Context: an optimization exercise on an open-source flow, tuned for small area. The choices shown serve that exercise and are no tape-out recipe.
The RTL was checked by simulation tests, not by an equivalence proof against the original design.

===== design/flow/design.v =====
module lif_neuron_grid #(
  parameter int WIDTH    = 8,
  parameter int LAYERS   = 3,
  parameter int WEIGHT_W = 4,
  parameter int THR_W    = 6,
  parameter int ACC_W    = 8,
  parameter int REFRAC   = 2
) (
  input  logic             clk,
  input  logic             rst_n,
  input  logic             tick,
  input  logic [WIDTH-1:0] spike_in,
  input  logic             cfg_en,
  input  logic             cfg_data,
  output logic             cfg_out,
  output logic [WIDTH-1:0] spike_out,
  output logic             spike_valid
);
  localparam int CFG_W = 20;
  localparam int N     = LAYERS*WIDTH;
  localparam int CHAIN = N*CFG_W;
  localparam int NR    = 1 + 12;        
  localparam int NX    = CHAIN - NR;    
  function automatic int rpos(input int r);
    if (r == 0) rpos = 0;
    else        rpos = (N-1)*CFG_W + (r - 1);
  endfunction
  function automatic int xpos(input int x);
    if (x < (N-1)*CFG_W - 1) xpos = x + 1;
    else                     xpos = (N-1)*CFG_W + 12 + (x - ((N-1)*CFG_W - 1));
  endfunction
  logic [CHAIN-1:0] chain_q, chain_d;
  logic [NR-1:0]    cr_q, cr_d;
  logic [NX-1:0]    cx_q, cx_d;
  logic [4:0]       nsh_q;              
  logic             flushed, top_ok;
  logic [N*8-1:0]   v_q, v_d;
  logic [N-1:0]     spk;
  logic             spike_valid_q;
  logic             known_q;            
  assign flushed = nsh_q[4] & nsh_q[2];               
  assign top_ok  = nsh_q[4] | nsh_q[3];               
  always_comb begin
    chain_d = {cfg_data, chain_q[CHAIN-1:1]};
    for (int n = 0; n < N-1; n++)
      chain_d[n*CFG_W] = chain_q[n*CFG_W + 1] & flushed;
    chain_d[(N-1)*CFG_W + 11] = chain_q[(N-1)*CFG_W + 12] & top_ok;
  end
  genvar gr, gx;
  generate
    for (gr = 0; gr < NR; gr++) begin : g_cr
      assign chain_q[rpos(gr)] = cr_q[gr];
      assign cr_d[gr]          = chain_d[rpos(gr)];
    end
    for (gx = 0; gx < NX; gx++) begin : g_cx
      assign chain_q[xpos(gx)] = cx_q[gx];
      assign cx_d[gx]          = chain_d[xpos(gx)];
    end
  endgenerate
  always_ff @(posedge clk or negedge rst_n) begin
    if (!rst_n) begin
      cr_q  <= '0;
      nsh_q <= '0;
    end else if (cfg_en) begin
      cr_q  <= cr_d;
      if (!flushed) nsh_q <= nsh_q + 5'd1;
    end
  end
  always_ff @(posedge clk) begin
    if (cfg_en) cx_q <= cx_d;
  end
  always_ff @(posedge clk or negedge rst_n) begin
    if (!rst_n) begin
      spike_valid_q <= 1'b0;
      known_q       <= 1'b0;
    end else begin
      spike_valid_q <= tick & ~cfg_en;
      if (tick | cfg_en) known_q <= 1'b1;
    end
  end
  always_ff @(posedge clk) begin
    v_q <= v_d;
  end
  genvar gl, gc;
  generate
    for (gl = 0; gl < LAYERS; gl++) begin : g_layer
      logic [WIDTH-1:0] src;
      if (gl == 0) begin : g_src_in
        assign src = spike_in;
      end else begin : g_src_prev
        assign src = spk[(gl-1)*WIDTH +: WIDTH];
      end
      for (gc = 0; gc < WIDTH; gc++) begin : g_col
        localparam int NI = gl*WIDTH + gc;
        logic [7:0] vq;
        assign vq      = v_q[NI*8 +: 8];
        assign spk[NI] = ~vq[7] & vq[6] & vq[0];
        if (gc == 0) begin : g_left_edge
          lif_neuron_left u_n (
            .v_q(vq), .cfg(chain_q[NI*CFG_W +: CFG_W]), .tap_l(1'b0), .tap_c(src[gc]),
            .tap_r(src[gc+1]), .tick(tick), .clr(cfg_en), .en(NI == N-1 ? top_ok : flushed), .v_d(v_d[NI*8 +: 8]));
        end else if (gc == WIDTH-1) begin : g_right_edge
          lif_neuron_right u_n (
            .v_q(vq), .cfg(chain_q[NI*CFG_W +: CFG_W]), .tap_l(src[gc-1]), .tap_c(src[gc]),
            .tap_r(1'b0), .tick(tick), .clr(cfg_en), .en(NI == N-1 ? top_ok : flushed), .v_d(v_d[NI*8 +: 8]));
        end else begin : g_mid
          lif_neuron_mid u_n (
            .v_q(vq), .cfg(chain_q[NI*CFG_W +: CFG_W]), .tap_l(src[gc-1]), .tap_c(src[gc]),
            .tap_r(src[gc+1]), .tick(tick), .clr(cfg_en), .en(NI == N-1 ? top_ok : flushed), .v_d(v_d[NI*8 +: 8]));
        end
      end
    end
  endgenerate
  assign cfg_out     = chain_q[0];
  assign spike_out   = spk[N-1 -: WIDTH] & {WIDTH{known_q}};
  assign spike_valid = spike_valid_q;
endmodule
module lif_neuron_mid (
  input  logic [7:0]  v_q,
  input  logic [19:0] cfg,
  input  logic        tap_l,
  input  logic        tap_c,
  input  logic        tap_r,
  input  logic        tick,
  input  logic        clr,
  input  logic        en,
  output logic [7:0]  v_d
);
  logic [3:0] w_l, w_c, w_r;
  logic [5:0] thr;
  logic [1:0] leak;
  assign w_l  = cfg[3:0];
  assign w_c  = cfg[7:4];
  assign w_r  = cfg[11:8];
  assign thr  = cfg[17:12];
  assign leak = cfg[19:18];
  logic [3:0] u_l, u_c, u_r;
  assign u_l = {~(tap_l & w_l[3]), {3{tap_l}} & w_l[2:0]};
  assign u_c = {~(tap_c & w_c[3]), {3{tap_c}} & w_c[2:0]};
  assign u_r = {~(tap_r & w_r[3]), {3{tap_r}} & w_r[2:0]};
  logic [7:0] x;
  always_comb begin
    case (leak)
      2'd0:    x = v_q;
      2'd1:    x = {v_q[7], v_q[7:1]};
      2'd2:    x = {{2{v_q[7]}}, v_q[7:2]};
      default: x = {{3{v_q[7]}}, v_q[7:3]};
    endcase
  end
  logic [6:0] nx;
  assign nx = ~x[6:0];
  logic [8:0] raw;
  logic t1, t2, t3, t4, t5, t6, t7, t8, t9, t10, t11, t12, t13, t14, t15, t16, t17, t18, t19, t20, t21, t22, t23, t24, t25, t26, t27, t28, t29, t30, t31, t32, t33, t34, t35, t36, t37, t38, t39, t40, t41, t42, t43, t44, t45, t46, t47, t48, t49, t50, t51, t52, t53;
  fa u_t1 (.a(v_q[0]), .b(nx[0]), .c(u_l[0]), .s(t1), .co(t2));
  fa u_t3 (.a(v_q[1]), .b(nx[1]), .c(u_l[1]), .s(t3), .co(t4));
  fa u_t5 (.a(v_q[2]), .b(nx[2]), .c(u_l[2]), .s(t5), .co(t6));
  fa u_t7 (.a(v_q[3]), .b(nx[3]), .c(u_l[3]), .s(t7), .co(t8));
  ha u_t9 (.a(u_c[3]), .b(u_r[3]), .s(t9), .co(t10));
  ha u_t11 (.a(u_c[0]), .b(u_r[0]), .s(t11), .co(t12));
  fa u_t13 (.a(u_c[1]), .b(u_r[1]), .c(t2), .s(t13), .co(t14));
  fa u_t15 (.a(u_c[2]), .b(u_r[2]), .c(t4), .s(t15), .co(t16));
  fa u_t17 (.a(t6), .b(t7), .c(en), .s(t17), .co(t18));
  fa u_t19 (.a(v_q[4]), .b(nx[4]), .c(t8), .s(t19), .co(t20));
  ha u_t21 (.a(v_q[5]), .b(nx[5]), .s(t21), .co(t22));
  ha u_t23 (.a(v_q[6]), .b(nx[6]), .s(t23), .co(t24));
  assign t25 = ~t1;
  fa u_t26 (.a(t3), .b(t12), .c(t13), .s(t26), .co(t27));
  fa u_t28 (.a(t5), .b(t14), .c(t15), .s(t28), .co(t29));
  fa u_t30 (.a(t9), .b(t16), .c(t17), .s(t30), .co(t31));
  fa u_t32 (.a(t10), .b(t18), .c(t19), .s(t32), .co(t33));
  fa u_t34 (.a(t20), .b(t21), .c(en), .s(t34), .co(t35));
  fa u_t36 (.a(t22), .b(t23), .c(en), .s(t36), .co(t37));
  ha u_t38 (.a(t11), .b(t25), .s(t38), .co(t39));
  fa u_t40 (.a(t1), .b(t26), .c(t39), .s(t40), .co(t41));
  fa u_t42 (.a(t27), .b(t28), .c(t41), .s(t42), .co(t43));
  fa u_t44 (.a(t29), .b(t30), .c(t43), .s(t44), .co(t45));
  fa u_t46 (.a(t31), .b(t32), .c(t45), .s(t46), .co(t47));
  fa u_t48 (.a(t33), .b(t34), .c(t47), .s(t48), .co(t49));
  fa u_t50 (.a(t35), .b(t36), .c(t49), .s(t50), .co(t51));
  fa u_t52 (.a(t24), .b(t37), .c(t51), .s(t52), .co(t53));
  assign raw = {1'b1 ^ t53, t52, t50, t48, t46, t44, t42, t40, t38};
  logic [6:0] g;
  always_comb begin
    g[0] = 1'b1;
    for (int i = 0; i < 6; i++)
      g[i+1] = (raw[i] & ~thr[i]) | ((raw[i] | ~thr[i]) & g[i]);
  end
  logic thr_nz, ge, fire, in_ref, ovf_n;
  assign thr_nz = en & (|thr);
  assign ge     = ~raw[8] & (raw[7] | raw[6] | g[6]);
  assign fire   = thr_nz & ge;
  assign in_ref = ~v_q[7] & v_q[6];
  assign ovf_n  = raw[8] & ~raw[7];
  logic h, act, nr, f, q, p;
  assign h   = ~tick & ~clr;
  assign act = tick & ~clr;
  assign nr  = act & ~in_ref;
  assign f   = nr & fire;
  assign q   = nr & ~fire & thr_nz;
  assign p   = q & ~ovf_n;
  assign v_d[7]   = (h & v_q[7]) | (q & raw[8]);
  assign v_d[6]   = (h & v_q[6]) | (act & en & in_ref & v_q[0]) | f | (p & raw[6]);
  assign v_d[5:1] = ({5{h}} & v_q[5:1]) | ({5{p}} & raw[5:1]);
  assign v_d[0]   = (h & v_q[0]) | f | (p & raw[0]);
endmodule
module lif_neuron_left (
  input  logic [7:0]  v_q,
  input  logic [19:0] cfg,
  input  logic        tap_l,
  input  logic        tap_c,
  input  logic        tap_r,
  input  logic        tick,
  input  logic        clr,
  input  logic        en,
  output logic [7:0]  v_d
);
  logic [3:0] w_l, w_c, w_r;
  logic [5:0] thr;
  logic [1:0] leak;
  assign w_l  = cfg[3:0];
  assign w_c  = cfg[7:4];
  assign w_r  = cfg[11:8];
  assign thr  = cfg[17:12];
  assign leak = cfg[19:18];
  logic [3:0] u_l, u_c, u_r;
  assign u_l = 4'd8;
  assign u_c = {~(tap_c & w_c[3]), {3{tap_c}} & w_c[2:0]};
  assign u_r = {~(tap_r & w_r[3]), {3{tap_r}} & w_r[2:0]};
  logic [7:0] x;
  always_comb begin
    case (leak)
      2'd0:    x = v_q;
      2'd1:    x = {v_q[7], v_q[7:1]};
      2'd2:    x = {{2{v_q[7]}}, v_q[7:2]};
      default: x = {{3{v_q[7]}}, v_q[7:3]};
    endcase
  end
  logic [6:0] nx;
  assign nx = ~x[6:0];
  logic [8:0] raw;
  logic t1, t2, t3, t4, t5, t6, t7, t8, t9, t10, t11, t12, t13, t14, t15, t16, t17, t18, t19, t20, t21, t22, t23, t24, t25, t26, t27, t28, t29, t30, t31, t32, t33, t34, t35, t36, t37, t38, t39, t40, t41, t42, t43, t44, t45, t46, t47, t48, t49, t50, t51;
  ha u_t1 (.a(v_q[0]), .b(nx[0]), .s(t1), .co(t2));
  ha u_t3 (.a(v_q[1]), .b(nx[1]), .s(t3), .co(t4));
  ha u_t5 (.a(v_q[2]), .b(nx[2]), .s(t5), .co(t6));
  ha u_t7 (.a(v_q[3]), .b(nx[3]), .s(t7), .co(t8));
  ha u_t9 (.a(u_c[0]), .b(u_r[0]), .s(t9), .co(t10));
  fa u_t11 (.a(u_c[1]), .b(u_r[1]), .c(t2), .s(t11), .co(t12));
  fa u_t13 (.a(u_c[2]), .b(u_r[2]), .c(t4), .s(t13), .co(t14));
  fa u_t15 (.a(u_c[3]), .b(u_r[3]), .c(t6), .s(t15), .co(t16));
  fa u_t17 (.a(v_q[4]), .b(nx[4]), .c(en), .s(t17), .co(t18));
  ha u_t19 (.a(v_q[5]), .b(nx[5]), .s(t19), .co(t20));
  ha u_t21 (.a(v_q[6]), .b(nx[6]), .s(t21), .co(t22));
  assign t23 = ~t1;
  fa u_t24 (.a(t3), .b(t10), .c(t11), .s(t24), .co(t25));
  fa u_t26 (.a(t5), .b(t12), .c(t13), .s(t26), .co(t27));
  fa u_t28 (.a(t7), .b(t14), .c(t15), .s(t28), .co(t29));
  fa u_t30 (.a(t8), .b(t16), .c(t17), .s(t30), .co(t31));
  fa u_t32 (.a(t18), .b(t19), .c(en), .s(t32), .co(t33));
  fa u_t34 (.a(t20), .b(t21), .c(en), .s(t34), .co(t35));
  ha u_t36 (.a(t9), .b(t23), .s(t36), .co(t37));
  fa u_t38 (.a(t1), .b(t24), .c(t37), .s(t38), .co(t39));
  fa u_t40 (.a(t25), .b(t26), .c(t39), .s(t40), .co(t41));
  fa u_t42 (.a(t27), .b(t28), .c(t41), .s(t42), .co(t43));
  fa u_t44 (.a(t29), .b(t30), .c(t43), .s(t44), .co(t45));
  fa u_t46 (.a(t31), .b(t32), .c(t45), .s(t46), .co(t47));
  fa u_t48 (.a(t33), .b(t34), .c(t47), .s(t48), .co(t49));
  fa u_t50 (.a(t22), .b(t35), .c(t49), .s(t50), .co(t51));
  assign raw = {1'b1 ^ t51, t50, t48, t46, t44, t42, t40, t38, t36};
  logic [6:0] g;
  always_comb begin
    g[0] = 1'b1;
    for (int i = 0; i < 6; i++)
      g[i+1] = (raw[i] & ~thr[i]) | ((raw[i] | ~thr[i]) & g[i]);
  end
  logic thr_nz, ge, fire, in_ref, ovf_n;
  assign thr_nz = en & (|thr);
  assign ge     = ~raw[8] & (raw[7] | raw[6] | g[6]);
  assign fire   = thr_nz & ge;
  assign in_ref = ~v_q[7] & v_q[6];
  assign ovf_n  = raw[8] & ~raw[7];
  logic h, act, nr, f, q, p;
  assign h   = ~tick & ~clr;
  assign act = tick & ~clr;
  assign nr  = act & ~in_ref;
  assign f   = nr & fire;
  assign q   = nr & ~fire & thr_nz;
  assign p   = q & ~ovf_n;
  assign v_d[7]   = (h & v_q[7]) | (q & raw[8]);
  assign v_d[6]   = (h & v_q[6]) | (act & en & in_ref & v_q[0]) | f | (p & raw[6]);
  assign v_d[5:1] = ({5{h}} & v_q[5:1]) | ({5{p}} & raw[5:1]);
  assign v_d[0]   = (h & v_q[0]) | f | (p & raw[0]);
endmodule
module lif_neuron_right (
  input  logic [7:0]  v_q,
  input  logic [19:0] cfg,
  input  logic        tap_l,
  input  logic        tap_c,
  input  logic        tap_r,
  input  logic        tick,
  input  logic        clr,
  input  logic        en,
  output logic [7:0]  v_d
);
  logic [3:0] w_l, w_c, w_r;
  logic [5:0] thr;
  logic [1:0] leak;
  assign w_l  = cfg[3:0];
  assign w_c  = cfg[7:4];
  assign w_r  = cfg[11:8];
  assign thr  = cfg[17:12];
  assign leak = cfg[19:18];
  logic [3:0] u_l, u_c, u_r;
  assign u_l = {~(tap_l & w_l[3]), {3{tap_l}} & w_l[2:0]};
  assign u_c = {~(tap_c & w_c[3]), {3{tap_c}} & w_c[2:0]};
  assign u_r = 4'd8;
  logic [7:0] x;
  always_comb begin
    case (leak)
      2'd0:    x = v_q;
      2'd1:    x = {v_q[7], v_q[7:1]};
      2'd2:    x = {{2{v_q[7]}}, v_q[7:2]};
      default: x = {{3{v_q[7]}}, v_q[7:3]};
    endcase
  end
  logic [6:0] nx;
  assign nx = ~x[6:0];
  logic [8:0] raw;
  logic t1, t2, t3, t4, t5, t6, t7, t8, t9, t10, t11, t12, t13, t14, t15, t16, t17, t18, t19, t20, t21, t22, t23, t24, t25, t26, t27, t28, t29, t30, t31, t32, t33, t34, t35, t36, t37, t38, t39, t40, t41, t42, t43, t44, t45, t46, t47, t48, t49, t50, t51;
  ha u_t1 (.a(v_q[0]), .b(nx[0]), .s(t1), .co(t2));
  ha u_t3 (.a(v_q[1]), .b(nx[1]), .s(t3), .co(t4));
  ha u_t5 (.a(v_q[2]), .b(nx[2]), .s(t5), .co(t6));
  ha u_t7 (.a(v_q[3]), .b(nx[3]), .s(t7), .co(t8));
  ha u_t9 (.a(u_l[0]), .b(u_c[0]), .s(t9), .co(t10));
  fa u_t11 (.a(u_l[1]), .b(u_c[1]), .c(t2), .s(t11), .co(t12));
  fa u_t13 (.a(u_l[2]), .b(u_c[2]), .c(t4), .s(t13), .co(t14));
  fa u_t15 (.a(u_l[3]), .b(u_c[3]), .c(t6), .s(t15), .co(t16));
  fa u_t17 (.a(v_q[4]), .b(nx[4]), .c(en), .s(t17), .co(t18));
  ha u_t19 (.a(v_q[5]), .b(nx[5]), .s(t19), .co(t20));
  ha u_t21 (.a(v_q[6]), .b(nx[6]), .s(t21), .co(t22));
  assign t23 = ~t1;
  fa u_t24 (.a(t3), .b(t10), .c(t11), .s(t24), .co(t25));
  fa u_t26 (.a(t5), .b(t12), .c(t13), .s(t26), .co(t27));
  fa u_t28 (.a(t7), .b(t14), .c(t15), .s(t28), .co(t29));
  fa u_t30 (.a(t8), .b(t16), .c(t17), .s(t30), .co(t31));
  fa u_t32 (.a(t18), .b(t19), .c(en), .s(t32), .co(t33));
  fa u_t34 (.a(t20), .b(t21), .c(en), .s(t34), .co(t35));
  ha u_t36 (.a(t9), .b(t23), .s(t36), .co(t37));
  fa u_t38 (.a(t1), .b(t24), .c(t37), .s(t38), .co(t39));
  fa u_t40 (.a(t25), .b(t26), .c(t39), .s(t40), .co(t41));
  fa u_t42 (.a(t27), .b(t28), .c(t41), .s(t42), .co(t43));
  fa u_t44 (.a(t29), .b(t30), .c(t43), .s(t44), .co(t45));
  fa u_t46 (.a(t31), .b(t32), .c(t45), .s(t46), .co(t47));
  fa u_t48 (.a(t33), .b(t34), .c(t47), .s(t48), .co(t49));
  fa u_t50 (.a(t22), .b(t35), .c(t49), .s(t50), .co(t51));
  assign raw = {1'b1 ^ t51, t50, t48, t46, t44, t42, t40, t38, t36};
  logic [6:0] g;
  always_comb begin
    g[0] = 1'b1;
    for (int i = 0; i < 6; i++)
      g[i+1] = (raw[i] & ~thr[i]) | ((raw[i] | ~thr[i]) & g[i]);
  end
  logic thr_nz, ge, fire, in_ref, ovf_n;
  assign thr_nz = en & (|thr);
  assign ge     = ~raw[8] & (raw[7] | raw[6] | g[6]);
  assign fire   = thr_nz & ge;
  assign in_ref = ~v_q[7] & v_q[6];
  assign ovf_n  = raw[8] & ~raw[7];
  logic h, act, nr, f, q, p;
  assign h   = ~tick & ~clr;
  assign act = tick & ~clr;
  assign nr  = act & ~in_ref;
  assign f   = nr & fire;
  assign q   = nr & ~fire & thr_nz;
  assign p   = q & ~ovf_n;
  assign v_d[7]   = (h & v_q[7]) | (q & raw[8]);
  assign v_d[6]   = (h & v_q[6]) | (act & en & in_ref & v_q[0]) | f | (p & raw[6]);
  assign v_d[5:1] = ({5{h}} & v_q[5:1]) | ({5{p}} & raw[5:1]);
  assign v_d[0]   = (h & v_q[0]) | f | (p & raw[0]);
endmodule
module fa (
  input  logic a,
  input  logic b,
  input  logic c,
  output logic s,
  output logic co
);
  assign s  = a ^ b ^ c;
  assign co = (a & b) | (a & c) | (b & c);
endmodule
module ha (
  input  logic a,
  input  logic b,
  output logic s,
  output logic co
);
  assign s  = a ^ b;
  assign co = a & b;
endmodule

===== design/flow/run.sh =====
#!/bin/bash
# synth_recipe.tcl (not shown) runs the flow's synth.tcl, then flattens the netlist and writes it again
# the make line also repeats each setting of config.mk as NAME=value (left out here)
make -C /OpenROAD-flow-scripts/flow DESIGN_CONFIG=/design/flow/config.mk WORK_HOME=/design/flow/orfs CLKGATE_MAP_FILE= SYNTH_SCRIPT=/design/flow/synth_recipe.tcl finish

===== design/flow/config.mk =====
export PLATFORM = sky130hd
export DESIGN_NAME = lif_neuron_grid
export DESIGN_NICKNAME = lif_neuron_grid
export VERILOG_FILES = /design/flow/design.v
export SDC_FILE = /design/flow/constraint.sdc
export NUM_CORES = 4
export LEC_CHECK = 0
export CAP_MARGIN = 20
export CORE_MARGIN = 2
export CORE_UTILIZATION = 60
export CTS_BUF_LIST = sky130_fd_sc_hd__clkbuf_16
export CTS_CLUSTER_DIAMETER = 60
export CTS_CLUSTER_SIZE = 30
export SLEW_MARGIN = 20
export SYNTH_HIERARCHICAL = 1

===== design/flow/constraint.sdc =====
create_clock -name core_clock -period 7.5 [get_ports {clk}]
set_input_delay 1.5000 -clock core_clock [delete_from_list [all_inputs] [get_ports {clk}]]
set_output_delay 1.5000 -clock core_clock [all_outputs]
set_load 0.01 [all_outputs]

==> summary.txt, run 1 <==
Outcome
  • Outcome: complete, no violations

Worst setup path
  • Top delay family on crit path: adder cells
  • Startpoint Class: input port
  • Setup crit end kind: flop
  • Critical Path RT: 8070 ps
  • CP max-delay cell: fa_1
  • WS Path Type: in2reg
  • Crit path depth: 16
  • Crit-path most repeated cell: fa_1
  • Worst EP arrival: 7430 ps
  • Max FO, Critical Path: 5
  • Cells on worst reg2reg path: 16
  • R2R setup slack: 990 ps
  • Slowest stage delay, CP: 530 ps
  • Critical path buffers and inverters: 1
  • Crit-path cells: clkdlybuf4s50_1 -> and2_1 -> fa_1 -> fa_1 -> fa_1 -> fa_1 -> fa_1 -> fa_1 -> fa_1 -> fa_1 -> fa_1 -> fa_1 -> or2_1 -> a221oi_1 -> a21o_2 -> a32o_2

Drt
  • WL final: 83.4 mm
  • Iter 0 DRT Violations: 1664
  • Vias/cell: 6.00
  • Routed via count: 25300
  • DRT antenna net count: 0
  • Residual DRC: 0
  • WL/cell: 19.8 um
  • First-pass detailed-route iteration total: 5

Timing
  • Maximum clock frequency: 0.146 GHz
  • Post-layout min period: 6870 ps
  • Hold Violations, Final: 0
  • Clock skew: 22.5 ps
  • Final setup viols: 0
  • Worst slew margin: 39.2%
  • Slew Limit Fails: 0
  • Final period util: 91.5%
  • RSZ-0062 raised after global routing: no
  • Setup TNS: 0 ps
  • Least-Margin Pin Slew: 906 ps

Floorplan
  • Die ar.: 73100 um2
  • Core area: 70100 um2
  • Die width: 270 um
  • Die Span Y: 270 um
  • Row count: 97
  • I/O pins: 23
  • Initial Util: 60.7%

CTS
  • Setup Fix Bufs, Post-CTS: 0
  • Post-CTS sizing: 0
  • CTS H-tree lvls: 2
  • Clock buffer depth: 3
  • CTS tree: done
  • Clk sink count: 679
  • Worst-Skew Late Latency: 640 ps
  • Num CTS Buffers: 58
  • Cts hold-fix bufs: 0
  • CTS clk-pin slew, worst paths: 80 ps
  • Root Driver: clkbuf_16

Min path
  • Hold Path Cell Cnt: 0
  • Worst min-delay path category: reg2reg

Placed design
  • Port Buf Inserts: 22
  • DP HPWL: 60.8 mm
  • Global placement routability congestion: 0.855

Finish
  • Nets@finish: 3856
  • Layout overhead on the synthesized area: 8.48%
  • # diodes: 0
  • Share of cells above drive strength 1: 12.4%
  • Core Util, Final: 65.8%

Yosys
  • Synth Net Count: 3792
  • Post-synthesis cell count: 3160
  • Synth Cell Area: 42600 um2
  • Synth warn: 10
  • Mapped Avg Cell Area: 13.5 um2

Flow run
  • Max cap viols: 0

GRT
  • Grt total ovfl: 0
  • GRT Util Overall: 23.7%
  • Vias in the first global route: 27200
  • Initial antenna violation count: 1
  • Largest net degree at the start of global routing: 144
  • First-pass GRT wire length: 141 mm
## area by class of cell
class,instances,area (um2)
fill,5231,24000
sequential,679,18400
timing repair buffer,58,531
inverter,206,778
multi-input combinational,2221,23200
tap,940,1180
clock buffer,63,1580
clock inverter,47,556
## cell usage in the layout, fill, tap and decap left out, drive strengths merged, types with 63 or more instances in the layout
cell type and instances:
nand2 199, a32o 120, and2 198, ha 139
mux2 84, dfxtp 192, edfxtp 467, o21ai 120
inv 227, nor2 130, mux2i 192, fa 480
clkbuf 63
## registers in the layout (all words and copies together), names as in the netlist
| signal | count |
|---|---|
| known_q | 1 |
| nsh_q | 5 |
| spike_valid_q | 1 |
| cx_q | 467 |
| cr_q | 13 |
| v_q | 192 |
## stage by stage
| stage | hold WS, ps | instance area [um2] | setup slack [ps] | std cells |
|---|---|---|---|---|
| after floorplan | 400 | 42600 | 347 | 3160 |
| after global placement | 407 | 44100 | 161 | 4104 |
| after detailed placement | 408 | 44100 | 26.5 | 4104 |
| after CTS | 425 | 46200 | 687 | 4214 |
| after global routing | 447 | 46200 | 399 | 4214 |
| final | 428 | 46200 | 635 | 4214 |
## metal layers
metal / track usage (%) / wire (um) / vias up
li1: - / - / 11700
met1: 34.6 / 38500 / 13100
met2: 39.1 / 40700 / 451
met3: 2.60 / 2970 / 89
met4: 4.80 / 1250 / 0
met5: 0 / 0 / -
## worst paths after layout
path	start	to
max in group asynchronous	rst_n	nsh_q[4]$_DFFE_PN0P_
hold reg to reg	cx_q[389]$_DFFE_PP_	cx_q[388]$_DFFE_PP_
min in group asynchronous	rst_n	known_q$_DFFE_PN0P_
setup / recovery	spike_in[0]	v_q[10]$_DFF_P_
setup reg to reg	cx_q[37]$_DFFE_PP_	v_q[10]$_DFF_P_
hold / removal	cx_q[389]$_DFFE_PP_	cx_q[388]$_DFFE_PP_
==> inputs of run 2 (changes only) <==
==> design/flow/flow/run.sh (new file) <==
#!/bin/bash
# The standard layout (standard.sh: ORFS synthesis through finish, unchanged), with
# one change to clock-tree synthesis: no dummy loads, clkbuf_16 only, and sink clusters of
# up to 30 flip-flops within 60 um. Every tool's output goes to logs in this folder.
set -euo pipefail
export CTS_ARGS="-sink_clustering_enable -repair_clock_nets -dont_use_dummy_load -sink_clustering_size 30 -sink_clustering_max_diameter 60 -buf_list sky130_fd_sc_hd__clkbuf_16"
bash standard.sh > standard.log 2>&1
==> design/flow/standard.sh (new file) <==
#!/bin/bash
# synth_recipe.tcl (not shown) runs the flow's synth.tcl, then flattens the netlist and writes it again
# the make line also repeats each setting of config.mk as NAME=value (left out here)
make -C /OpenROAD-flow-scripts/flow DESIGN_CONFIG=/design/flow/config.mk WORK_HOME=/design/flow/orfs CLKGATE_MAP_FILE= SYNTH_SCRIPT=/design/flow/synth_recipe.tcl "${@:-finish}"
--- a/design/flow/config.mk
+++ b/design/flow/config.mk
@@ -9,7 +9,4 @@
 export CORE_MARGIN = 2
 export CORE_UTILIZATION = 60
-export CTS_BUF_LIST = sky130_fd_sc_hd__clkbuf_16
-export CTS_CLUSTER_DIAMETER = 60
-export CTS_CLUSTER_SIZE = 30
 export SLEW_MARGIN = 20
 export SYNTH_HIERARCHICAL = 1
removed: design/flow/run.sh
==> run 2 against run 1 <==
  * Design area shrank 1.5%
  * Non-clock buffer count unchanged
  * Die area unchanged
  * Area after synthesis is the same
  * Clock skew is 8.9 ps higher
  * Sequential share of layout area is 0.59 points higher
  * Fmax rose by 0.16%
  * Global-route usage about the same
  * Synthesized cell count unchanged
  * Worst setup slack improved by 11 ps
==> summary.txt, run 2 <==
Outcome
  • Outcome: complete, no violations

Timing
  • Maximum clock frequency: 0.146 GHz
  • Hold Violations, Final: 0
  • Final setup viols: 0
  • Worst slew margin: 39.1%
  • Final period util: 91.4%
  • RSZ-0062 raised after global routing: no
  • Setup TNS: 0 ps
  • Post-Route Hold Slack: 418 ps
  • Post-layout min period: 6850 ps
  • Least-Margin Pin Slew: 908 ps
  • Clock skew: 31.3 ps
  • Slew Limit Fails: 0

GRT
  • Grt total ovfl: 0
  • GRT Util Overall: 23.7%
  • Vias in the first global route: 27100
  • Initial antenna violation count: 1
  • First-pass GRT wire length: 141 mm
  • Largest net degree at the start of global routing: 144

Drt
  • First-pass detailed-route iteration total: 5
  • Iter 0 DRT Violations: 1766
  • Routed via count: 25200
  • DRT antenna net count: 0
  • WL/cell: 20.0 um
  • Vias/cell: 6.04
  • Residual DRC: 0
  • WL final: 83.3 mm

Flow run
  • Max cap viols: 0

Floorplan
  • Core area: 70100 um2
  • Die Span Y: 270 um
  • I/O pins: 23
  • Initial Util: 60.7%
  • Die ar.: 73100 um2
  • Row count: 97
  • Die width: 270 um

CTS
  • Clk sink count: 679
  • Worst-Skew Late Latency: 630 ps
  • Root Driver: clkbuf_16
  • CTS clk-pin slew, worst paths: 70 ps
  • CTS H-tree lvls: 2
  • Post-CTS sizing: 0
  • Clock buffer depth: 3
  • CTS tree: done
  • Setup Fix Bufs, Post-CTS: 0
  • Num CTS Buffers: 58
  • Cts hold-fix bufs: 0

Worst setup path
  • Critical Path RT: 8060 ps
  • Origin of the worst setup path: spike_in[0]
  • Worst EP arrival: 7420 ps
  • Max FO, Critical Path: 5
  • WS Path Type: in2reg
  • Setup crit end kind: flop
  • Reg2Reg Launch Point: v_q[38]$_DFF_P_
  • Startpoint Class: input port

Yosys
  • Synth Cell Area: 42600 um2
  • Synth warn: 10
  • Synth Net Count: 3792
  • Mapped Avg Cell Area: 13.5 um2
  • Post-synthesis cell count: 3160

Min path
  • Worst min-delay path category: reg2reg
  • Min-delay src: cx_q[123]$_DFFE_PP_

Finish
  • Largest register FFs: 467
  • Fillers: 5302
  • Nets@finish: 3856
  • Biggest regs: cx_q: 467 flops, v_q: 192 flops, cr_q: 13 flops
  • # diodes: 0
  • Commonest cells after routing, fill and taps aside: 480 x fa_1, 467 x edfxtp_1, 198 x nand2_1, 198 x and2_1
  • Share of cells above drive strength 1: 11.0%
  • Reg area: 18400 um2
  • Layout overhead on the synthesized area: 6.88%
  • Largest Register: cx_q
  • Multi-input logic area: 23200 um2
  • Commonest non-fill, non-tap cell in the layout: fa_1

Placed design
  • DP HPWL: 60.8 mm
  • Port Buf Inserts: 22
  • Global placement routability congestion: 0.855
==> run 2: metrics by stage <==
step / instances / setup WS [ps] / util, % / area (um2)
floorplan: 3160 / 347 / - / 42600
global placement: 4104 / 161 / 62.8 / 44100
detailed placement: 4104 / 26.5 / 62.8 / 44100
CTS: 4162 / 670 / 64.9 / 45500
global route: 4162 / 380 / 64.9 / 45500
finish: 4162 / 646 / 64.9 / 45500
==> run 2: area by class of cell <==
cell class / count / share of cell area, %
clock buffers: 58 / 3.19
multi-input cells: 2221 / 51.0
well taps: 940 / 2.58
inverters: 206 / 1.71
repair buffers: 58 / 1.17
flip-flops and latches: 679 / 40.4
==> run 2: final timing paths <==
check | end | cells after the start | slack [ps]
min | cx_q[122]$_DFFE_PP_ | 0 | 420
max reg2reg | v_q[106]$_DFF_P_ | 17 | 1020
max | v_q[11]$_DFF_P_ | 16 | 650
min in group asynchronous | known_q$_DFFE_PN0P_ | 1 | 1390
max in group asynchronous | nsh_q[4]$_DFFE_PN0P_ | 1 | 5510
min reg2reg | cx_q[122]$_DFFE_PP_ | 0 | 420
==> run 2: per-layer routing <==
metal | share of wire (%) | GRT usage, % | up-vias
met3 | 3.4 | 2.59 | 115
met1 | 46 | 34.4 | 13000
met5 | 0 | 0 | -
met2 | 49 | 38.9 | 396
li1 | - | - | 11600
met4 | 1.7 | 5.21 | 0
==> run 2: critical path, cell delays in order <==
cell,delay (ps)
clkdlybuf4s50_1,430
and2_1,160
fa_1,380
fa_1,530
fa_1,450
fa_1,410
fa_1,400
fa_1,390
fa_1,390
fa_1,380
fa_1,380
fa_1,480
or2_1,270
a221oi_1,400
a21o_2,270
a32o_2,180
==> inputs of run 3 (changes only) <==
==> design/flow/flow/run.sh (replaced) <==
#!/bin/bash
# The standard layout (standard.sh: ORFS synthesis through finish, unchanged), with
# one change to clock-tree synthesis: no dummy loads, clkbuf_16 only, and sink clusters of
# up to 40 flip-flops within 70 um. Every tool's output goes to logs in this folder.
set -euo pipefail
export CTS_ARGS="-sink_clustering_enable -repair_clock_nets -dont_use_dummy_load -sink_clustering_size 40 -sink_clustering_max_diameter 70 -buf_list sky130_fd_sc_hd__clkbuf_16"
bash standard.sh > standard.log 2>&1
--- a/design/flow/config.mk
+++ b/design/flow/config.mk
@@ -8,5 +8,5 @@
 export CAP_MARGIN = 20
 export CORE_MARGIN = 2
-export CORE_UTILIZATION = 60
+export CORE_UTILIZATION = 75
 export SLEW_MARGIN = 20
 export SYNTH_HIERARCHICAL = 1
==> run 3 against run 2 <==
  * Register-to-register slack got worse by 150 ps
  * Synthesized cell count stayed put
  * Global-route usage is 6.7 points higher
  * Cell count is 4.8% lower
  * Critical path depth unchanged
  * Worst setup slack worse by 140 ps
  * Via count grew 2.2%
==> summary.txt, run 3 <==
GRT
  • Grt total ovfl: 0
  • Vias in the first global route: 27900
  • Largest net degree at the start of global routing: 122
  • Initial antenna violation count: 0
  • GRT Util Overall: 30.4%
  • First-pass GRT wire length: 143 mm

Timing
  • Hold Violations, Final: 0
  • Post-Route Hold Slack: 409 ps
  • Final setup viols: 0
  • RSZ-0062 raised after global routing: no
  • Clock skew: 48.1 ps
  • Slew Limit Fails: 0
  • Maximum clock frequency: 0.143 GHz
  • Worst slew margin: 38.8%
  • Final period util: 93.3%
  • Post-layout min period: 7000 ps
  • Least-Margin Pin Slew: 913 ps

Outcome
  • Outcome: complete, no violations

Yosys
  • Synth warn: 10
  • Synth Net Count: 3792
  • Mapped Avg Cell Area: 13.5 um2
  • Post-synthesis cell count: 3160
  • Synth Cell Area: 42600 um2

Worst setup path
  • Setup crit end kind: flop
  • Startpoint Class: input port
  • Critical Path RT: 8020 ps
  • Max FO, Critical Path: 5
  • Crit-path cells: clkdlybuf4s50_1 -> and2_1 -> fa_1 -> fa_1 -> fa_1 -> fa_1 -> fa_1 -> fa_1 -> fa_1 -> fa_1 -> fa_1 -> fa_1 -> or2_1 -> a221oi_1 -> a21o_2 -> a32o_2
  • Worst EP arrival: 7520 ps
  • WS Path Type: in2reg
  • R2R setup slack: 870 ps
  • CP max-delay cell: fa_1
  • Top delay family on crit path: adder cells
  • Critical path buffers and inverters: 1
  • Slowest stage delay, CP: 520 ps
  • Crit-path most repeated cell: fa_1

Floorplan
  • Die Span Y: 242 um
  • Initial Util: 75.6%
  • Die ar.: 58700 um2
  • Row count: 87
  • Core area: 56300 um2
  • Die width: 242 um
  • I/O pins: 23

Finish
  • Nets@finish: 3839
  • Commonest non-fill, non-tap cell in the layout: fa_1
  • # diodes: 0
  • Non-Filler Instances: 3961
  • Layout overhead on the synthesized area: 5.37%
  • Commonest cells after routing, fill and taps aside: 480 x fa_1, 467 x edfxtp_1, 198 x nand2_1, 198 x and2_1
  • Largest Register: cx_q
  • Share of cells above drive strength 1: 10.6%
  • Largest register FFs: 467
  • Fillers: 3330
  • Biggest regs: cx_q: 467 flops, v_q: 192 flops, cr_q: 13 flops

Drt
  • WL final: 85.1 mm
  • Iter 0 DRT Violations: 1828
  • WL/cell: 21.5 um
  • DRT antenna net count: 0
  • First-pass detailed-route iteration total: 9
  • Routed via count: 25700
  • Vias/cell: 6.49
  • Residual DRC: 0

Placed design
  • Global placement routability congestion: 0.888
  • Placed Cells incl. Taps: 3919
  • Port Buf Inserts: 22
  • DP HPWL: 62.3 mm

CTS
  • Clock buffer depth: 3
  • CTS clk-pin slew, worst paths: 100 ps
  • Clk sink count: 679
  • Root Driver: clkbuf_16
  • Num CTS Buffers: 42
  • Worst-Skew Late Latency: 610 ps
  • Setup Fix Bufs, Post-CTS: 0
  • CTS H-tree lvls: 2
  • Post-CTS sizing: 0
  • CTS tree: done
  • Cts hold-fix bufs: 0

Flow run
  • Max cap viols: 0

Min path
  • Worst min-delay path category: reg2reg
[run 3: changes by cell type in the layout (fill, tap and decap cells not counted), sizes merged]
| cell | delta |
|---|---|
| clkdlybuf4s50 | -1 |
| clkbuf | -16 |
[run 3: layer usage]
layer / vias up / GRT usage [%] / part of all wire [%]
li1: 11600 / - / -
met1: 13200 / 43.2 / 43
met2: 822 / 50.5 / 50
met3: 153 / 3.39 / 4.9
met4: 0 / 8.97 / 2.7
met5: - / 0 / 0
[run 3: worst register-to-register path, stage by stage, from the launching register on]
cell and delay, ps:
dfxtp_1 480, nand2_1 90, nor2_1 500, buf_4 270
and2_1 160, fa_1 440, fa_1 520, fa_1 420
fa_1 400, fa_1 390, fa_1 380, fa_1 390
fa_1 390, fa_1 500, or2_1 280, a221oi_1 440
a21o_2 280, a32o_2 190
[run 3: worst paths after layout]
path                       cells after the start           startpoint                   to
min in group asynchronous                      1                rst_n  cr_q[7]$_DFFE_PN0P_
max                                           16          spike_in[1]      v_q[19]$_DFF_P_
max in group asynchronous                      1                rst_n  cr_q[8]$_DFFE_PN0P_
min                                            0  cx_q[329]$_DFFE_PP_  cx_q[328]$_DFFE_PP_
max reg2reg                                   17     v_q[104]$_DFF_P_     v_q[177]$_DFF_P_
min reg2reg                                    0  cx_q[329]$_DFFE_PP_  cx_q[328]$_DFFE_PP_
[run 3: area by class of cell]
type / count / area, um2 / share of cell area [%]
Multi-Input combinational cell: 2221 / 23200 / 51.7
Timing Repair Buffer: 57 / 518 / 1.15
Clock buffer: 42 / 1050 / 2.34
Sequential cell: 679 / 18400 / 40.9
Tap cell: 756 / 946 / 2.11
Inverter: 206 / 778 / 1.73
[run 3: stage by stage]
stage	utilization [%]	setup TNS [ps]	area [um2]	setup slack [ps]
2_1_floorplan	-	0	42600	347
3_3_place_gp	77.8	0	43800	148
3_5_place_dp	77.8	-128	43800	-25.5
4_1_cts	79.7	0	44900	568
5_1_grt	79.7	0	44900	354
6_report	79.7	0	44900	502
==> inputs of run 4 (changes only) <==
--- a/design/flow/design.v
+++ b/design/flow/design.v
@@ -96,16 +96,36 @@
         assign vq      = v_q[NI*8 +: 8];
         assign spk[NI] = ~vq[7] & vq[6] & vq[0];
-        if (gc == 0) begin : g_left_edge
-          lif_neuron_left u_n (
-            .v_q(vq), .cfg(chain_q[NI*CFG_W +: CFG_W]), .tap_l(1'b0), .tap_c(src[gc]),
-            .tap_r(src[gc+1]), .tick(tick), .clr(cfg_en), .en(NI == N-1 ? top_ok : flushed), .v_d(v_d[NI*8 +: 8]));
-        end else if (gc == WIDTH-1) begin : g_right_edge
-          lif_neuron_right u_n (
-            .v_q(vq), .cfg(chain_q[NI*CFG_W +: CFG_W]), .tap_l(src[gc-1]), .tap_c(src[gc]),
-            .tap_r(1'b0), .tick(tick), .clr(cfg_en), .en(NI == N-1 ? top_ok : flushed), .v_d(v_d[NI*8 +: 8]));
-        end else begin : g_mid
-          lif_neuron_mid u_n (
-            .v_q(vq), .cfg(chain_q[NI*CFG_W +: CFG_W]), .tap_l(src[gc-1]), .tap_c(src[gc]),
-            .tap_r(src[gc+1]), .tick(tick), .clr(cfg_en), .en(NI == N-1 ? top_ok : flushed), .v_d(v_d[NI*8 +: 8]));
+        logic tap_l, tap_r, en_n;
+        assign tap_l = (gc == 0)       ? 1'b0 : src[(gc == 0) ? 0 : gc-1];
+        assign tap_r = (gc == WIDTH-1) ? 1'b0 : src[(gc == WIDTH-1) ? 0 : gc+1];
+        assign en_n  = (NI == N-1) ? top_ok : flushed;
+        if (gl == 0) begin : g_dadda
+          if (gc == 0) begin : g_left_edge
+            lif_neuron_left_d u_n (.v_q(vq), .cfg(chain_q[NI*CFG_W +: CFG_W]), .tap_l(tap_l),
+              .tap_c(src[gc]), .tap_r(tap_r), .tick(tick), .clr(cfg_en), .en(en_n),
+              .v_d(v_d[NI*8 +: 8]));
+          end else if (gc == WIDTH-1) begin : g_right_edge
+            lif_neuron_right_d u_n (.v_q(vq), .cfg(chain_q[NI*CFG_W +: CFG_W]), .tap_l(tap_l),
+              .tap_c(src[gc]), .tap_r(tap_r), .tick(tick), .clr(cfg_en), .en(en_n),
+              .v_d(v_d[NI*8 +: 8]));
+          end else begin : g_mid
+            lif_neuron_mid_d u_n (.v_q(vq), .cfg(chain_q[NI*CFG_W +: CFG_W]), .tap_l(tap_l),
+              .tap_c(src[gc]), .tap_r(tap_r), .tick(tick), .clr(cfg_en), .en(en_n),
+              .v_d(v_d[NI*8 +: 8]));
+          end
+        end else begin : g_col_tree
+          if (gc == 0) begin : g_left_edge
+            lif_neuron_left u_n (.v_q(vq), .cfg(chain_q[NI*CFG_W +: CFG_W]), .tap_l(tap_l),
+              .tap_c(src[gc]), .tap_r(tap_r), .tick(tick), .clr(cfg_en), .en(en_n),
+              .v_d(v_d[NI*8 +: 8]));
+          end else if (gc == WIDTH-1) begin : g_right_edge
+            lif_neuron_right u_n (.v_q(vq), .cfg(chain_q[NI*CFG_W +: CFG_W]), .tap_l(tap_l),
+              .tap_c(src[gc]), .tap_r(tap_r), .tick(tick), .clr(cfg_en), .en(en_n),
+              .v_d(v_d[NI*8 +: 8]));
+          end else begin : g_mid
+            lif_neuron_mid u_n (.v_q(vq), .cfg(chain_q[NI*CFG_W +: CFG_W]), .tap_l(tap_l),
+              .tap_c(src[gc]), .tap_r(tap_r), .tick(tick), .clr(cfg_en), .en(en_n),
+              .v_d(v_d[NI*8 +: 8]));
+          end
         end
       end
@@ -116,5 +136,5 @@
   assign spike_valid = spike_valid_q;
 endmodule
-module lif_neuron_mid (
+module lif_neuron_mid_d (
   input  logic [7:0]  v_q,
   input  logic [19:0] cfg,
@@ -204,5 +224,5 @@
   assign v_d[0]   = (h & v_q[0]) | f | (p & raw[0]);
 endmodule
-module lif_neuron_left (
+module lif_neuron_left_d (
   input  logic [7:0]  v_q,
   input  logic [19:0] cfg,
@@ -291,5 +311,5 @@
   assign v_d[0]   = (h & v_q[0]) | f | (p & raw[0]);
 endmodule
-module lif_neuron_right (
+module lif_neuron_right_d (
   input  logic [7:0]  v_q,
   input  logic [19:0] cfg,
@@ -356,4 +376,255 @@
   logic [6:0] g;
   always_comb begin
+    g[0] = 1'b1;
+    for (int i = 0; i < 6; i++)
+      g[i+1] = (raw[i] & ~thr[i]) | ((raw[i] | ~thr[i]) & g[i]);
+  end
+  logic thr_nz, ge, fire, in_ref, ovf_n;
+  assign thr_nz = en & (|thr);
+  assign ge     = ~raw[8] & (raw[7] | raw[6] | g[6]);
+  assign fire   = thr_nz & ge;
+  assign in_ref = ~v_q[7] & v_q[6];
+  assign ovf_n  = raw[8] & ~raw[7];
+  logic h, act, nr, f, q, p;
+  assign h   = ~tick & ~clr;
+  assign act = tick & ~clr;
+  assign nr  = act & ~in_ref;
+  assign f   = nr & fire;
+  assign q   = nr & ~fire & thr_nz;
+  assign p   = q & ~ovf_n;
+  assign v_d[7]   = (h & v_q[7]) | (q & raw[8]);
+  assign v_d[6]   = (h & v_q[6]) | (act & en & in_ref & v_q[0]) | f | (p & raw[6]);
+  assign v_d[5:1] = ({5{h}} & v_q[5:1]) | ({5{p}} & raw[5:1]);
+  assign v_d[0]   = (h & v_q[0]) | f | (p & raw[0]);
+endmodule
+module lif_neuron_mid (
+  input  logic [7:0]  v_q,
+  input  logic [19:0] cfg,
+  input  logic        tap_l,
+  input  logic        tap_c,
+  input  logic        tap_r,
+  input  logic        tick,
+  input  logic        clr,
+  input  logic        en,
+  output logic [7:0]  v_d
+);
+  logic [3:0] w_l, w_c, w_r;
+  logic [5:0] thr;
+  logic [1:0] leak;
+  assign w_l  = cfg[3:0];
+  assign w_c  = cfg[7:4];
+  assign w_r  = cfg[11:8];
+  assign thr  = cfg[17:12];
+  assign leak = cfg[19:18];
+  logic [3:0] u_l, u_c, u_r;
+  assign u_l = {~(tap_l & w_l[3]), {3{tap_l}} & w_l[2:0]};
+  assign u_c = {~(tap_c & w_c[3]), {3{tap_c}} & w_c[2:0]};
+  assign u_r = {~(tap_r & w_r[3]), {3{tap_r}} & w_r[2:0]};
+  logic [7:0] x;
+  always_comb begin
+    case (leak)
+      2'd0:    x = v_q;
+      2'd1:    x = {v_q[7], v_q[7:1]};
+      2'd2:    x = {{2{v_q[7]}}, v_q[7:2]};
+      default: x = {{3{v_q[7]}}, v_q[7:3]};
+    endcase
+  end
+  logic [6:0] nx;
+  assign nx = ~x[6:0];
+  logic [8:0] raw;
+  logic t1, t2, t3, t4, t5, t6, t7, t8, t9, t10, t11, t12, t13, t14, t15, t16, t17, t18, t19, t20, t21, t22, t23, t24, t25, t26, t27, t28, t29, t30, t31, t32, t33, t34, t35, t36, t37, t38, t39, t40, t41, t42, t43, t44, t45, t46, t47, t48;
+  assign t1 = ~v_q[0];
+  fa u_t2 (.a(nx[0]), .b(u_l[0]), .c(u_c[0]), .s(t2), .co(t3));
+  fa u_t4 (.a(u_r[0]), .b(t1), .c(t2), .s(t4), .co(t5));
+  ha u_t6 (.a(v_q[1]), .b(nx[1]), .s(t6), .co(t7));
+  fa u_t8 (.a(u_l[1]), .b(u_c[1]), .c(u_r[1]), .s(t8), .co(t9));
+  fa u_t10 (.a(v_q[0]), .b(t3), .c(t5), .s(t10), .co(t11));
+  fa u_t12 (.a(t6), .b(t8), .c(t10), .s(t12), .co(t13));
+  fa u_t14 (.a(v_q[2]), .b(nx[2]), .c(u_l[2]), .s(t14), .co(t15));
+  fa u_t16 (.a(u_c[2]), .b(u_r[2]), .c(t7), .s(t16), .co(t17));
+  fa u_t18 (.a(t9), .b(t11), .c(t13), .s(t18), .co(t19));
+  fa u_t20 (.a(t14), .b(t16), .c(t18), .s(t20), .co(t21));
+  assign t22 = ~v_q[3];
+  fa u_t23 (.a(nx[3]), .b(u_l[3]), .c(u_c[3]), .s(t23), .co(t24));
+  fa u_t25 (.a(u_r[3]), .b(t15), .c(t17), .s(t25), .co(t26));
+  fa u_t27 (.a(t19), .b(t21), .c(t22), .s(t27), .co(t28));
+  fa u_t29 (.a(t23), .b(t25), .c(t27), .s(t29), .co(t30));
+  fa u_t31 (.a(v_q[4]), .b(nx[4]), .c(v_q[3]), .s(t31), .co(t32));
+  fa u_t33 (.a(t24), .b(t26), .c(t28), .s(t33), .co(t34));
+  fa u_t35 (.a(t30), .b(t31), .c(t33), .s(t35), .co(t36));
+  assign t37 = ~v_q[5];
+  fa u_t38 (.a(nx[5]), .b(t32), .c(t34), .s(t38), .co(t39));
+  fa u_t40 (.a(t36), .b(t37), .c(t38), .s(t40), .co(t41));
+  assign t42 = ~v_q[6];
+  fa u_t43 (.a(nx[6]), .b(v_q[5]), .c(t39), .s(t43), .co(t44));
+  fa u_t45 (.a(t41), .b(t42), .c(t43), .s(t45), .co(t46));
+  fa u_t47 (.a(v_q[6]), .b(t44), .c(t46), .s(t47), .co(t48));
+  assign raw = {~(t48), t47, t45, t40, t35, t29, t20, t12, t4};
+  logic [6:0] g;
+  always_comb begin
+    g[0] = 1'b1;
+    for (int i = 0; i < 6; i++)
+      g[i+1] = (raw[i] & ~thr[i]) | ((raw[i] | ~thr[i]) & g[i]);
+  end
+  logic thr_nz, ge, fire, in_ref, ovf_n;
+  assign thr_nz = en & (|thr);
+  assign ge     = ~raw[8] & (raw[7] | raw[6] | g[6]);
+  assign fire   = thr_nz & ge;
+  assign in_ref = ~v_q[7] & v_q[6];
+  assign ovf_n  = raw[8] & ~raw[7];
+  logic h, act, nr, f, q, p;
+  assign h   = ~tick & ~clr;
+  assign act = tick & ~clr;
+  assign nr  = act & ~in_ref;
+  assign f   = nr & fire;
+  assign q   = nr & ~fire & thr_nz;
+  assign p   = q & ~ovf_n;
+  assign v_d[7]   = (h & v_q[7]) | (q & raw[8]);
+  assign v_d[6]   = (h & v_q[6]) | (act & en & in_ref & v_q[0]) | f | (p & raw[6]);
+  assign v_d[5:1] = ({5{h}} & v_q[5:1]) | ({5{p}} & raw[5:1]);
+  assign v_d[0]   = (h & v_q[0]) | f | (p & raw[0]);
+endmodule
+module lif_neuron_left (
+  input  logic [7:0]  v_q,
+  input  logic [19:0] cfg,
+  input  logic        tap_l,
+  input  logic        tap_c,
+  input  logic        tap_r,
+  input  logic        tick,
+  input  logic        clr,
+  input  logic        en,
+  output logic [7:0]  v_d
+);
+  logic [3:0] w_l, w_c, w_r;
+  logic [5:0] thr;
+  logic [1:0] leak;
+  assign w_l  = cfg[3:0];
+  assign w_c  = cfg[7:4];
+  assign w_r  = cfg[11:8];
+  assign thr  = cfg[17:12];
+  assign leak = cfg[19:18];
+  logic [3:0] u_l, u_c, u_r;
+  assign u_l = 4'd8;
+  assign u_c = {~(tap_c & w_c[3]), {3{tap_c}} & w_c[2:0]};
+  assign u_r = {~(tap_r & w_r[3]), {3{tap_r}} & w_r[2:0]};
+  logic [7:0] x;
+  always_comb begin
+    case (leak)
+      2'd0:    x = v_q;
+      2'd1:    x = {v_q[7], v_q[7:1]};
+      2'd2:    x = {{2{v_q[7]}}, v_q[7:2]};
+      default: x = {{3{v_q[7]}}, v_q[7:3]};
+    endcase
+  end
+  logic [6:0] nx;
+  assign nx = ~x[6:0];
+  logic [8:0] raw;
+  logic t1, t2, t3, t4, t5, t6, t7, t8, t9, t10, t11, t12, t13, t14, t15, t16, t17, t18, t19, t20, t21, t22, t23, t24, t25, t26, t27, t28, t29, t30, t31, t32, t33, t34, t35, t36, t37, t38, t39;
+  fa u_t1 (.a(v_q[0]), .b(nx[0]), .c(u_c[0]), .s(t1), .co(t2));
+  fa u_t3 (.a(u_r[0]), .b(en), .c(t1), .s(t3), .co(t4));
+  ha u_t5 (.a(v_q[1]), .b(nx[1]), .s(t5), .co(t6));
+  fa u_t7 (.a(u_c[1]), .b(u_r[1]), .c(t2), .s(t7), .co(t8));
+  fa u_t9 (.a(t4), .b(t5), .c(t7), .s(t9), .co(t10));
+  fa u_t11 (.a(v_q[2]), .b(nx[2]), .c(u_c[2]), .s(t11), .co(t12));
+  fa u_t13 (.a(u_r[2]), .b(t6), .c(t8), .s(t13), .co(t14));
+  fa u_t15 (.a(t10), .b(t11), .c(t13), .s(t15), .co(t16));
+  fa u_t17 (.a(v_q[3]), .b(nx[3]), .c(u_c[3]), .s(t17), .co(t18));
+  fa u_t19 (.a(u_r[3]), .b(t12), .c(t14), .s(t19), .co(t20));
+  fa u_t21 (.a(t16), .b(t17), .c(t19), .s(t21), .co(t22));
+  assign t23 = ~v_q[4];
+  fa u_t24 (.a(nx[4]), .b(t18), .c(t20), .s(t24), .co(t25));
+  fa u_t26 (.a(t22), .b(t23), .c(t24), .s(t26), .co(t27));
+  assign t28 = ~v_q[5];
+  fa u_t29 (.a(nx[5]), .b(v_q[4]), .c(t25), .s(t29), .co(t30));
+  fa u_t31 (.a(t27), .b(t28), .c(t29), .s(t31), .co(t32));
+  assign t33 = ~v_q[6];
+  fa u_t34 (.a(nx[6]), .b(v_q[5]), .c(t30), .s(t34), .co(t35));
+  fa u_t36 (.a(t32), .b(t33), .c(t34), .s(t36), .co(t37));
+  fa u_t38 (.a(v_q[6]), .b(t35), .c(t37), .s(t38), .co(t39));
+  assign raw = {~(t39), t38, t36, t31, t26, t21, t15, t9, t3};
+  logic [6:0] g;
+  always_comb begin
+    g[0] = 1'b1;
+    for (int i = 0; i < 6; i++)
+      g[i+1] = (raw[i] & ~thr[i]) | ((raw[i] | ~thr[i]) & g[i]);
+  end
+  logic thr_nz, ge, fire, in_ref, ovf_n;
+  assign thr_nz = en & (|thr);
+  assign ge     = ~raw[8] & (raw[7] | raw[6] | g[6]);
+  assign fire   = thr_nz & ge;
+  assign in_ref = ~v_q[7] & v_q[6];
+  assign ovf_n  = raw[8] & ~raw[7];
+  logic h, act, nr, f, q, p;
+  assign h   = ~tick & ~clr;
+  assign act = tick & ~clr;
+  assign nr  = act & ~in_ref;
+  assign f   = nr & fire;
+  assign q   = nr & ~fire & thr_nz;
+  assign p   = q & ~ovf_n;
+  assign v_d[7]   = (h & v_q[7]) | (q & raw[8]);
+  assign v_d[6]   = (h & v_q[6]) | (act & en & in_ref & v_q[0]) | f | (p & raw[6]);
+  assign v_d[5:1] = ({5{h}} & v_q[5:1]) | ({5{p}} & raw[5:1]);
+  assign v_d[0]   = (h & v_q[0]) | f | (p & raw[0]);
+endmodule
+module lif_neuron_right (
+  input  logic [7:0]  v_q,
+  input  logic [19:0] cfg,
+  input  logic        tap_l,
+  input  logic        tap_c,
+  input  logic        tap_r,
+  input  logic        tick,
+  input  logic        clr,
+  input  logic        en,
+  output logic [7:0]  v_d
+);
+  logic [3:0] w_l, w_c, w_r;
+  logic [5:0] thr;
+  logic [1:0] leak;
+  assign w_l  = cfg[3:0];
+  assign w_c  = cfg[7:4];
+  assign w_r  = cfg[11:8];
+  assign thr  = cfg[17:12];
+  assign leak = cfg[19:18];
+  logic [3:0] u_l, u_c, u_r;
+  assign u_l = {~(tap_l & w_l[3]), {3{tap_l}} & w_l[2:0]};
+  assign u_c = {~(tap_c & w_c[3]), {3{tap_c}} & w_c[2:0]};
+  assign u_r = 4'd8;
+  logic [7:0] x;
+  always_comb begin
+    case (leak)
+      2'd0:    x = v_q;
+      2'd1:    x = {v_q[7], v_q[7:1]};
+      2'd2:    x = {{2{v_q[7]}}, v_q[7:2]};
+      default: x = {{3{v_q[7]}}, v_q[7:3]};
+    endcase
+  end
+  logic [6:0] nx;
+  assign nx = ~x[6:0];
+  logic [8:0] raw;
+  logic t1, t2, t3, t4, t5, t6, t7, t8, t9, t10, t11, t12, t13, t14, t15, t16, t17, t18, t19, t20, t21, t22, t23, t24, t25, t26, t27, t28, t29, t30, t31, t32, t33, t34, t35, t36, t37, t38, t39;
+  fa u_t1 (.a(v_q[0]), .b(nx[0]), .c(u_l[0]), .s(t1), .co(t2));
+  fa u_t3 (.a(u_c[0]), .b(en), .c(t1), .s(t3), .co(t4));
+  ha u_t5 (.a(v_q[1]), .b(nx[1]), .s(t5), .co(t6));
+  fa u_t7 (.a(u_l[1]), .b(u_c[1]), .c(t2), .s(t7), .co(t8));
+  fa u_t9 (.a(t4), .b(t5), .c(t7), .s(t9), .co(t10));
+  fa u_t11 (.a(v_q[2]), .b(nx[2]), .c(u_l[2]), .s(t11), .co(t12));
+  fa u_t13 (.a(u_c[2]), .b(t6), .c(t8), .s(t13), .co(t14));
+  fa u_t15 (.a(t10), .b(t11), .c(t13), .s(t15), .co(t16));
+  fa u_t17 (.a(v_q[3]), .b(nx[3]), .c(u_l[3]), .s(t17), .co(t18));
+  fa u_t19 (.a(u_c[3]), .b(t12), .c(t14), .s(t19), .co(t20));
+  fa u_t21 (.a(t16), .b(t17), .c(t19), .s(t21), .co(t22));
+  assign t23 = ~v_q[4];
+  fa u_t24 (.a(nx[4]), .b(t18), .c(t20), .s(t24), .co(t25));
+  fa u_t26 (.a(t22), .b(t23), .c(t24), .s(t26), .co(t27));
+  assign t28 = ~v_q[5];
+  fa u_t29 (.a(nx[5]), .b(v_q[4]), .c(t25), .s(t29), .co(t30));
+  fa u_t31 (.a(t27), .b(t28), .c(t29), .s(t31), .co(t32));
+  assign t33 = ~v_q[6];
+  fa u_t34 (.a(nx[6]), .b(v_q[5]), .c(t30), .s(t34), .co(t35));
+  fa u_t36 (.a(t32), .b(t33), .c(t34), .s(t36), .co(t37));
+  fa u_t38 (.a(v_q[6]), .b(t35), .c(t37), .s(t38), .co(t39));
+  assign raw = {~(t39), t38, t36, t31, t26, t21, t15, t9, t3};
+  logic [6:0] g;
+  always_comb begin
     g[0] = 1'b1;
     for (int i = 0; i < 6; i++)
==> design/flow/flow/run.sh (replaced) <==
#!/bin/bash
# The standard layout (standard.sh: ORFS synthesis through finish, unchanged), with
# one change to clock-tree synthesis: no dummy loads, clkbuf_16 only, and sink clusters of
# up to 30 flip-flops within 60 um. Every tool's output goes to logs in this folder.
set -euo pipefail
export CTS_ARGS="-sink_clustering_enable -repair_clock_nets -dont_use_dummy_load -sink_clustering_size 30 -sink_clustering_max_diameter 60 -buf_list sky130_fd_sc_hd__clkbuf_16"
bash standard.sh > standard.log 2>&1
--- a/design/flow/config.mk
+++ b/design/flow/config.mk
@@ -8,5 +8,5 @@
 export CAP_MARGIN = 20
 export CORE_MARGIN = 2
-export CORE_UTILIZATION = 75
+export CORE_UTILIZATION = 60
 export SLEW_MARGIN = 20
 export SYNTH_HIERARCHICAL = 1
==> run 4 against run 3 <==
  * Register-to-register slack lost 650 ps
  * Global-route usage shrank 6.1 points
  * Sequential share of layout area shrank 0.057 points
  * Clock skew grew 15 ps
  * Fmax shrank 3.9%
  * Non-clock buffer count grew 83
  * Clock-buffer cell count grew 14
  * Synthesized cell count shrank 1.5%
  * Worst setup slack lost 280 ps
  * Critical path type is now reg2reg
==> summary.txt, run 4 <==
Placed design
  • Global placement routability congestion: 0.866
  • Port Buf Inserts: 22
  • DP HPWL: 59.8 mm

Drt
  • First-pass detailed-route iteration total: 6
  • Routed via count: 24800
  • WL/cell: 20.0 um
  • Residual DRC: 0
  • Vias/cell: 6.00
  • Iter 0 DRT Violations: 1672
  • DRT antenna net count: 0
  • WL final: 82.7 mm

Yosys
  • Mapped Avg Cell Area: 13.3 um2
  • Synth Cell Area: 41300 um2
  • Synth warn: 13
  • Post-synthesis cell count: 3112
  • Synth Net Count: 3668

Worst setup path
  • Crit-path most repeated cell: fa_1
  • Critical path buffers and inverters: 0
  • Startpoint Class: flop
  • Setup crit end kind: flop
  • Crit-path cells: mux2_2 -> a21oi_2 -> fa_1 -> fa_1 -> fa_1 -> fa_1 -> fa_1 -> fa_2 -> fa_1 -> fa_1 -> fa_1 -> fa_1 -> fa_1 -> fa_1 -> o31ai_2 -> o31ai_1 -> nor2_2 -> a32o_1
  • Max FO, Critical Path: 7
  • WS Path Type: reg2reg
  • Top delay family on crit path: adder cells
  • Critical Path RT: 8050 ps
  • Slowest stage delay, CP: 490 ps
  • Worst EP arrival: 7830 ps
  • CP max-delay cell: fa_1
  • R2R setup slack: 220 ps

GRT
  • GRT Util Overall: 24.2%
  • Vias in the first global route: 26600
  • Grt total ovfl: 0
  • Largest net degree at the start of global routing: 159
  • Initial antenna violation count: 3
  • First-pass GRT wire length: 139 mm

Timing
  • Slew Limit Fails: 0
  • Worst slew margin: 35.4%
  • Maximum clock frequency: 0.137 GHz
  • Post-layout min period: 7280 ps
  • Final period util: 97.1%
  • Least-Margin Pin Slew: 963 ps
  • Hold Violations, Final: 0
  • Final setup viols: 0
  • Setup TNS: 0 ps
  • Clock skew: 62.6 ps

CTS
  • Num CTS Buffers: 56
  • Worst-Skew Late Latency: 640 ps
  • CTS H-tree lvls: 2
  • Root Driver: clkbuf_16
  • CTS tree: done
  • Clock buffer depth: 3
  • Cts hold-fix bufs: 0
  • Clk sink count: 679
  • CTS clk-pin slew, worst paths: 80 ps

Floorplan
  • Initial Util: 60.5%
  • I/O pins: 23
  • Core area: 68300 um2
  • Row count: 96
  • Die Span Y: 266 um
  • Die width: 266 um
  • Die ar.: 71000 um2

Finish
  • Share of cells above drive strength 1: 12.2%
  • Largest Register: cx_q
  • Nets@finish: 3812
  • Largest register FFs: 467
  • Reg area: 18400 um2
  • Commonest non-fill, non-tap cell in the layout: fa_1
  • Fillers: 5078
  • Commonest cells after routing, fill and taps aside: 476 x fa_1, 467 x edfxtp_1, 251 x inv_1
  • Layout overhead on the synthesized area: 8.68%
  • Biggest regs: cx_q: 467 flops, v_q: 192 flops, cr_q: 13 flops
  • Multi-input logic area: 21900 um2
  • Core Util, Final: 65.7%

Outcome
  • Outcome: complete, no violations

Flow run
  • Max cap viols: 0

Min path
  • Worst min-delay path category: reg2reg
[run 4: routing by layer]
layer / vias to the layer above / wire (um) / GRT usage [%]
li1: 11500 / - / -
met1: 12700 / 37200 / 34.5
met2: 507 / 40600 / 40.2
met3: 121 / 3170 / 2.89
met4: 2 / 1640 / 5.75
met5: - / 13 / 0
[run 4: per-stage QoR]
step / hold WS [ps] / setup slack [ps] / instances / instance area [um2]
finish: 412 / 221 / 4137 / 44900
global route: 432 / -36.0 / 4137 / 44900
CTS: 419 / 1.98 / 4116 / 44600
detailed placement: 408 / -73.1 / 4060 / 43200
global placement: 404 / 39.3 / 4060 / 43200
floorplan: 400 / 269 / 3112 / 41300
[run 4: final timing paths]
check,start,to,depth (start not counted)
worst min-delay path,cx_q[36]$_DFFE_PP_,cx_q[35]$_DFFE_PP_,0
worst min register to register,cx_q[36]$_DFFE_PP_,cx_q[35]$_DFFE_PP_,0
worst max-delay path,cx_q[217]$_DFFE_PP_,v_q[83]$_DFF_P_,18
max in group asynchronous,rst_n,nsh_q[2]$_DFFE_PN0P_,2
min in group asynchronous,rst_n,cr_q[6]$_DFFE_PN0P_,1
worst max register to register,cx_q[217]$_DFFE_PP_,v_q[83]$_DFF_P_,18
[run 4: cell type report]
cell class	instances	area share (%)
antenna	1	0.00557
clock buffer	56	3.12
inverter	258	2.16
multi-input combinational	2121	48.8
sequential	679	40.9
tap	882	2.46
timing repair buffer	140	2.60
[run 4: timing repair]
action / CTS / global route
pin swaps: 0 / 13
resized for setup: 1 / 36
setup buffers: 0 / 19
setup endpoints to repair: 7 / 84

## what the ideal ports hide
No port has a modelled driver above. Below, the same layouts with a new extraction and two added sets of constraints.
Step 1 sets driving cells, clkbuf_16 on the clock port and buf_2 on the other inputs (assumed; they add their load-dependent delay and slew).
Step 2 times the ports against the registers' clock, not the clock port: input delays grow and output delays shrink by t, the midpoint of the rising clock arrivals with the driver on.
Slacks: ideal / step 1 / step 2; pairs: ideal / step 1.
| run | shift t [ns] | setup WS [ns] | worst hold slack (ns) | clock arrival spread, ns | slew at the worst register clock pin (ns) |
|---|---|---|---|---|---|
| run 1 | 0.690 | 0.635 / 0.678 / -0.012 | 0.428 / 0.428 / 0.428 | 0.028 / 0.029 | 0.09 / 0.09 |
| run 2 | 0.680 | 0.646 / 0.688 / 0.008 | 0.418 / 0.418 / 0.418 | 0.043 / 0.043 | 0.09 / 0.09 |
| run 3 | 0.655 | 0.502 / 0.541 / -0.114 | 0.409 / 0.409 / 0.409 | 0.049 / 0.049 | 0.11 / 0.11 |
| run 4 | 0.674 | 0.221 / 0.221 / -0.079 | 0.412 / 0.412 / 0.412 | 0.070 / 0.069 | 0.09 / 0.09 |
Met with ideal ports but missed after step 2: setup timing in run 1, run 3 and run 4. The setup slack of run 1, which loses most, moves by +0.043 ns with the drivers and by -0.647 ns with both steps.
